Context: an optimization exercise on an open-source flow, tuned for small area, a short achievable clock period and few clock cycles per item. The choices shown serve that exercise and are no tape-out recipe. RTL that was checked went through simulation tests only; none was proved equivalent to the original.

==> 04-28: inputs <==
// affine_warp_source_address
module affine_warp_source_address
(
    input  logic        clk,
    input  logic        rst_n,
    input  logic        in_valid,
    output logic        in_ready,
    input  logic [10:0] out_x,
    input  logic [10:0] out_y,
    output logic        out_valid,
    input  logic        out_ready,
    output logic        hit,
    output logic [11:0] src_x,
    output logic [11:0] src_y,
    output logic [23:0] src_index,
    input  logic        cfg_wr_en,
    input  logic [2:0]  cfg_index,
    input  logic [31:0] cfg_data
);
    logic [31:0] coef_xx_reg, coef_xy_reg, offset_x_reg;
    logic [31:0] coef_yx_reg, coef_yy_reg, offset_y_reg;
    logic [12:0] src_w_reg, src_h_reg;
    logic [13:0] src_w3_reg;   
    logic [12:0] dim_wr;
    assign dim_wr = (cfg_data[12:0] > 13'd4096) ? 13'd4096 : cfg_data[12:0];
    always_ff @(posedge clk)
    begin
        if (!rst_n)
        begin
            coef_xx_reg  <= 32'h0001_0000;
            coef_xy_reg  <= 32'h0;
            offset_x_reg <= 32'h0;
            coef_yx_reg  <= 32'h0;
            coef_yy_reg  <= 32'h0001_0000;
            offset_y_reg <= 32'h0;
            src_w_reg    <= 13'd1;
            src_w3_reg   <= 14'd3;
            src_h_reg    <= 13'd1;
        end
        else if (cfg_wr_en)
        begin
            case (cfg_index)
                3'd0: coef_xx_reg  <= cfg_data;
                3'd1: coef_xy_reg  <= cfg_data;
                3'd2: offset_x_reg <= cfg_data;
                3'd3: coef_yx_reg  <= cfg_data;
  ...
Settings: LEC_CHECK=0, CAP_MARGIN=20, CORE_MARGIN=2, CORE_UTILIZATION=40, SETUP_SLACK_MARGIN=2.5, SLEW_MARGIN=20, SYNTH_HIERARCHICAL=1; clock period 7.2 ns.
run.sh (not shown) runs the stock make flow with config.mk's settings and CLKGATE_MAP_FILE= SYNTH_SCRIPT=/design/flow/synth_recipe.tcl, a recipe that flattens the netlist after the stock synthesis.
==> 11-19 (differences from 04-28) <==
--- a/flow/design.v
+++ b/flow/design.v
@@ -17,47 +17,43 @@
     input  logic [31:0] cfg_data
 );
     logic [31:0] coef_xx_reg, coef_xy_reg, offset_x_reg;
     logic [31:0] coef_yx_reg, coef_yy_reg, offset_y_reg;
     logic [12:0] src_w_reg, src_h_reg;
     logic [13:0] src_w3_reg;   
     logic [12:0] dim_wr;
     assign dim_wr = (cfg_data[12:0] > 13'd4096) ? 13'd4096 : cfg_data[12:0];
+    logic [31:0] cfg_d0, cfg_d1;
+    logic [12:0] dim_d;
+    logic [13:0] dim3_d;
+    logic [7:0]  cfg_we;
+    assign cfg_d0 = rst_n ? cfg_data : 32'h0;
+    assign cfg_d1 = rst_n ? cfg_data : 32'h0001_0000;
+    assign dim_d  = rst_n ? dim_wr : 13'd1;
+    assign dim3_d = rst_n ? ({1'b0, dim_wr} + {dim_wr, 1'b0}) : 14'd3;
+    always_comb
+    begin
+        for (int k = 0; k < 8; k++)
+            cfg_we[k] = !rst_n || (cfg_wr_en && (cfg_index == 3'(k)));
+    end
     always_ff @(posedge clk)
     begin
-        if (!rst_n)
-        begin
-            coef_xx_reg  <= 32'h0001_0000;
-            coef_xy_reg  <= 32'h0;
-            offset_x_reg <= 32'h0;
-            coef_yx_reg  <= 32'h0;
-            coef_yy_reg  <= 32'h0001_0000;
-            offset_y_reg <= 32'h0;
-            src_w_reg    <= 13'd1;
-            src_w3_reg   <= 14'd3;
-            src_h_reg    <= 13'd1;
-        end
-        else if (cfg_wr_en)
+        if (cfg_we[0]) coef_xx_reg  <= cfg_d1;
+        if (cfg_we[1]) coef_xy_reg  <= cfg_d0;
+        if (cfg_we[2]) offset_x_reg <= cfg_d0;
+        if (cfg_we[3]) coef_yx_reg  <= cfg_d0;
+        if (cfg_we[4]) coef_yy_reg  <= cfg_d1;
+        if (cfg_we[5]) offset_y_reg <= cfg_d0;
+        if (cfg_we[6])
         begin
-            case (cfg_index)
-                3'd0: coef_xx_reg  <= cfg_data;
-                3'd1: coef_xy_reg  <= cfg_data;
-                3'd2: offset_x_reg <= cfg_data;
-                3'd3: coef_yx_reg  <= cfg_data;
-                3'd4: coef_yy_reg  <= cfg_data;
-                3'd5: offset_y_reg <= cfg_data;
-                3'd6:
-                begin
-                    src_w_reg  <= dim_wr;
-                    src_w3_reg <= {1'b0, dim_wr} + {dim_wr, 1'b0};
-                end
-                default: src_h_reg <= dim_wr;
-            endcase
+            src_w_reg  <= dim_d;
+            src_w3_reg <= dim3_d;
         end
+        if (cfg_we[7]) src_h_reg <= dim_d;
     end
     logic v0, v1, v2;
     logic r0, r1, r2;
     assign r2 = !v2 || out_ready;
     assign r1 = !v1 || r2;
     assign r0 = !v0 || r1;
     assign in_ready  = r0;
     assign out_valid = v2;
==> flow/config.mk (replaced) <==
export PLATFORM = sky130hd
export DESIGN_NAME = affine_warp_source_address
export DESIGN_NICKNAME = affine_warp_source_address
export VERILOG_FILES = /design/flow/design.v
export SDC_FILE = /design/flow/constraint.sdc
export NUM_CORES = 4
export LEC_CHECK = 0
export CAP_MARGIN = 20
export CORE_MARGIN = 2
export CORE_UTILIZATION = 40
export SETUP_SLACK_MARGIN = 2.8
export SLEW_MARGIN = 20
export SYNTH_HIERARCHICAL = 1
==> notes.md <==
The final critical delay including setup and external delays came out at 4.66 ns. In this run the horizontal extent of the chip is 360 microns. The tools report the routability congestion estimate from global placement as 0.921. After technology mapping, the gate count stands at 3920.

The flow ran to the end and the layout has no timing, DRC or antenna violations. The worst reg-to-reg setup slack is 2.54 ns, and the post-route worst setup slack is 2.54 ns. Tracing the worst setup path back leads to its startpoint at sy_s1[1]$_DFFE_PP_.

The worst slew slack as a fraction of its limit is 0.250, and the clock tree cell share of total cell area is 0.0294.
(the above is from 11-19)
==> notes.md <==
The run finished with no timing, DRC or antenna violations. The congestion estimate from routability-driven global placement came to 0.894. In this run the cell area measured after placement is 56800 sq um.

The worst slew slack as a fraction of its limit is 0.282. The synthesized-area fraction occupied by ao, oa, aoi and oai cells is 0.212. Setup repair after global routing could not meet its margin everywhere. Synthesis produced 4624 cells.

In this design, the largest share of critical-path delay is due to adder cells. After detailed routing, the wire length on met1 is 73.0 mm. The clock passes through at most 3 buffers.

Xor-xnor portion of the synthesized cell area: 0.133. The worst reg-to-reg setup slack came out at 2.58 ns. The worst setup path is captured at a register. Critical path depth in cells: 15. In the post-route analysis, the smallest setup slack over all paths is 2.58 ns. The routed layout has 40400 vias.
(the above is from 04-28)
Testbench counts of 04-28, summed over its fixed seeds: cycles 24,264, items 24,000.
The RTL of 11-19 was laid out without a check of its function.

---

==> job 2872: inputs <==
Another version of the RTL of affine_warp_source_address (not shown whole).
// affine_warp_source_address
module affine_warp_source_address
(
    input  logic        clk,
    input  logic        rst_n,
    input  logic        in_valid,
    output logic        in_ready,
    input  logic [10:0] out_x,
    input  logic [10:0] out_y,
    output logic        out_valid,
    input  logic        out_ready,
    output logic        hit,
    output logic [11:0] src_x,
    output logic [11:0] src_y,
    output logic [23:0] src_index,
    input  logic        cfg_wr_en,
    input  logic [2:0]  cfg_index,
    input  logic [31:0] cfg_data
);
Settings: LEC_CHECK=0, CAP_MARGIN=20, CORE_MARGIN=2, CORE_UTILIZATION=40, SETUP_SLACK_MARGIN=2.5, SLEW_MARGIN=20, SYNTH_HIERARCHICAL=1; clock period 7.2 ns.
==> job 8863 (differences from job 2872) <==
--- a/flow/config.mk
+++ b/flow/config.mk
@@ -8,6 +8,6 @@
 export CAP_MARGIN = 20
 export CORE_MARGIN = 2
 export CORE_UTILIZATION = 40
-export SETUP_SLACK_MARGIN = 2.5
+export SETUP_SLACK_MARGIN = 2
 export SLEW_MARGIN = 20
 export SYNTH_HIERARCHICAL = 1
==> reports/results.ini <==
[outcome]
outcome=finished clean

[cells_and_area]
multi_input_area_um2=40900
fin_cells=6553

[route]
via_count=39600
wl_mm=186

Source of the figures above: job 2872

==> reports/results.ini <==
[outcome]
outcome=finished clean

[grt]
grt_pass1_vias=39800

[cells_and_area]
clock_area_share_pct=2.94
multi_input_area_um2=39700
fin_cells=6418

[floorplan]
rows=129

[route]
wl_mm=175
via_count=38600

Source of the figures above: job 8863

Testbench counts of job 2872, summed over its fixed seeds: cycles 24,264, items 24,000.
Testbench counts of job 8863, summed over its fixed seeds: cycles 24,264, items 24,000.

---

==> 10-19: inputs <==
Starting RTL as in the previous note.
==> module awsa_bsel, before the edit <==
module awsa_bsel (input logic one, input logic two, input logic neg, input logic a, input logic b, output logic p);
    logic q;
    awsa_bsel0 u_sel (.one(one), .two(two), .a(a), .b(b), .p(q));
    awsa_xor u_sgn (.q(q), .neg(neg), .p(p));
endmodule
==> module awsa_xor, before the edit <==
module awsa_xor (input logic q, input logic neg, output logic p);
    assign p = q ^ neg;
endmodule
Settings: LEC_CHECK=0, CAP_MARGIN=20, CORE_MARGIN=2, CORE_UTILIZATION=40, SETUP_SLACK_MARGIN=1.5, SLEW_MARGIN=20, SYNTH_HIERARCHICAL=1; clock period 7.2 ns.
==> 04-13 (differences from 10-19) <==
--- a/flow/design.v
+++ b/flow/design.v
@@ -2806,12 +2806,7 @@
     assign co = a & b;
 endmodule
 module awsa_bsel (input logic one, input logic two, input logic neg, input logic a, input logic b, output logic p);
-    logic q;
-    awsa_bsel0 u_sel (.one(one), .two(two), .a(a), .b(b), .p(q));
-    awsa_xor u_sgn (.q(q), .neg(neg), .p(p));
-endmodule
-module awsa_xor (input logic q, input logic neg, output logic p);
-    assign p = q ^ neg;
+    assign p = ((one & a) | (two & b)) ^ neg;
 endmodule
 module awsa_bsel0 (input logic one, input logic two, input logic a, input logic b, output logic p);
     assign p = (one & a) | (two & b);
CORE_UTILIZATION = 60   (was 40)
SETUP_SLACK_MARGIN = 2   (was 1.5)
==> 09-15 (differences from 10-19) <==
--- a/flow/design.v
+++ b/flow/design.v
@@ -2806,12 +2806,7 @@
     assign co = a & b;
 endmodule
 module awsa_bsel (input logic one, input logic two, input logic neg, input logic a, input logic b, output logic p);
-    logic q;
-    awsa_bsel0 u_sel (.one(one), .two(two), .a(a), .b(b), .p(q));
-    awsa_xor u_sgn (.q(q), .neg(neg), .p(p));
-endmodule
-module awsa_xor (input logic q, input logic neg, output logic p);
-    assign p = q ^ neg;
+    assign p = ((one & a) | (two & b)) ^ neg;
 endmodule
 module awsa_bsel0 (input logic one, input logic two, input logic a, input logic b, output logic p);
     assign p = (one & a) | (two & b);
ABC_AREA = 1   (was unset)
CTS_BUF_LIST = sky130_fd_sc_hd__clkbuf_4 sky130_fd_sc_hd__clkbuf_8   (was unset)
SETUP_SLACK_MARGIN = 2   (was 1.5)
==> 10-18 (differences from 10-19) <==
--- a/flow/design.v
+++ b/flow/design.v
@@ -2806,12 +2806,7 @@
     assign co = a & b;
 endmodule
 module awsa_bsel (input logic one, input logic two, input logic neg, input logic a, input logic b, output logic p);
-    logic q;
-    awsa_bsel0 u_sel (.one(one), .two(two), .a(a), .b(b), .p(q));
-    awsa_xor u_sgn (.q(q), .neg(neg), .p(p));
-endmodule
-module awsa_xor (input logic q, input logic neg, output logic p);
-    assign p = q ^ neg;
+    assign p = ((one & a) | (two & b)) ^ neg;
 endmodule
 module awsa_bsel0 (input logic one, input logic two, input logic a, input logic b, output logic p);
     assign p = (one & a) | (two & b);
SETUP_SLACK_MARGIN = 3   (was 1.5)
==> flow_summary.toml <==
[clock_network]
postCtsSetupBuffers = 5
numCtsBuffers = 49

[timing]
min_period_ns = 5.61
fin_crit_sh = 0.779
relSlewSlack = 0.266

[outcome]
status = "complete, no violations"

[worst_setup_path]
rr_endpoint = "sx_lz1$_DFFE_PP_"
-- figures above: 10-19

==> flow_summary.toml <==
[global_routing]
met1_usage = 0.526

[synth]
yosysMostFrequentCell = "fa_1"
yosysTopAreaCellShare = 0.319

[timing]
fin_crit_sh = 0.715
min_period_ns = 5.15

[placement]
gp_congestion = 0.927

[worst_setup_path]
rr_endpoint = "sy_lz1$_DFFE_PP_"

[clock_network]
postCtsSetupBuffers = 52
clk_pin_slew_ns = 0.06
clk_path_buf_depth = 3
numCtsBuffers = 48

[outcome]
status = "complete, no violations"

[drt]
drtAntennaViolNets = 0

[finish]
clock_area_frac = 0.0275
-- figures above: 04-13

==> flow_summary.toml <==
[placement]
dp_slack_ns = 1.75

[timing]
min_period_ns = 5.09
fin_crit_sh = 0.706
relSlewSlack = 0.306

[die]
ios = 113
dieArea_um2 = 145000

[worst_setup_path]
endpoint = "ixc_q[15]$_DFFE_PP_"
rr_endpoint = "ixc_q[15]$_DFFE_PP_"

[outcome]
status = "complete, no violations"

[clock_network]
postCtsSetupBuffers = 44
numCtsBuffers = 79

[drt]
met1_length_um = 87600
-- figures above: 09-15

==> flow_summary.toml <==
[synth]
avgSynthCellArea_um2 = 11.6
ys_seq_elements = 383
ys.warnings.count = 7

[drt]
wl_met2_um = 93900

[worst_setup_path]
rr_endpoint = "ixc_q[14]$_DFFE_PP_"

[clock_network]
numCtsBuffers = 52

[outcome]
status = "complete, no violations"

[timing]
fin_crit_sh = 0.681
relSlewSlack = 0.124

[finish]
n_antenna_cell = 5
sh_seq_area = 0.146
-- figures above: 10-18

Testbench counts of 10-19, summed over its fixed seeds: cycles 24,264, items 24,000.
The RTL of 04-13, 09-15 and 10-18 was laid out without a check of its function.

-- separate check: timing with driven ports --
In the flow no input, the clock included, has a driving cell. The finished layouts below were timed again as built, in two steps. Step 1 sets driving cells, clkbuf_16 on the clock port and buf_2 on the other inputs (assumed; they add their load-dependent delay and slew). Step 2 also shifts input and output timing later by t, the mid clock arrival at the registers, as if the neighbouring blocks saw the same clock. Three values: ideal ports, drivers, drivers and shift; two values: the first two.
| run | t (ns) | setup slack, ns | worst setup path at the end |
|---|---|---|---|
| 04-28 | 0.736 | 2.575 / 2.529 / 2.169 | input to register |
| 11-19 | 0.739 | 2.535 / 2.535 / 2.535 | register to register |
| job 2872 | 0.720 | 2.060 / 2.060 / 2.060 | register to register |
| job 8863 | 0.702 | 1.970 / 1.970 / 1.970 | register to register |
| 10-19 | 0.699 | 1.590 / 1.590 / 1.590 | register to register |
| 04-13 | 0.715 | 2.050 / 2.046 / 2.050 | register to register |
| 09-15 | 0.874 | 2.115 / 2.115 / 2.115 | register to register |
| 10-18 | 0.730 | 2.297 / 2.297 / 2.297 | register to register |
After both steps setup and hold are still met in every run listed. For 04-28, which loses most, drivers alone change the setup slack by -0.046 ns; drivers and shift together by -0.406 ns.
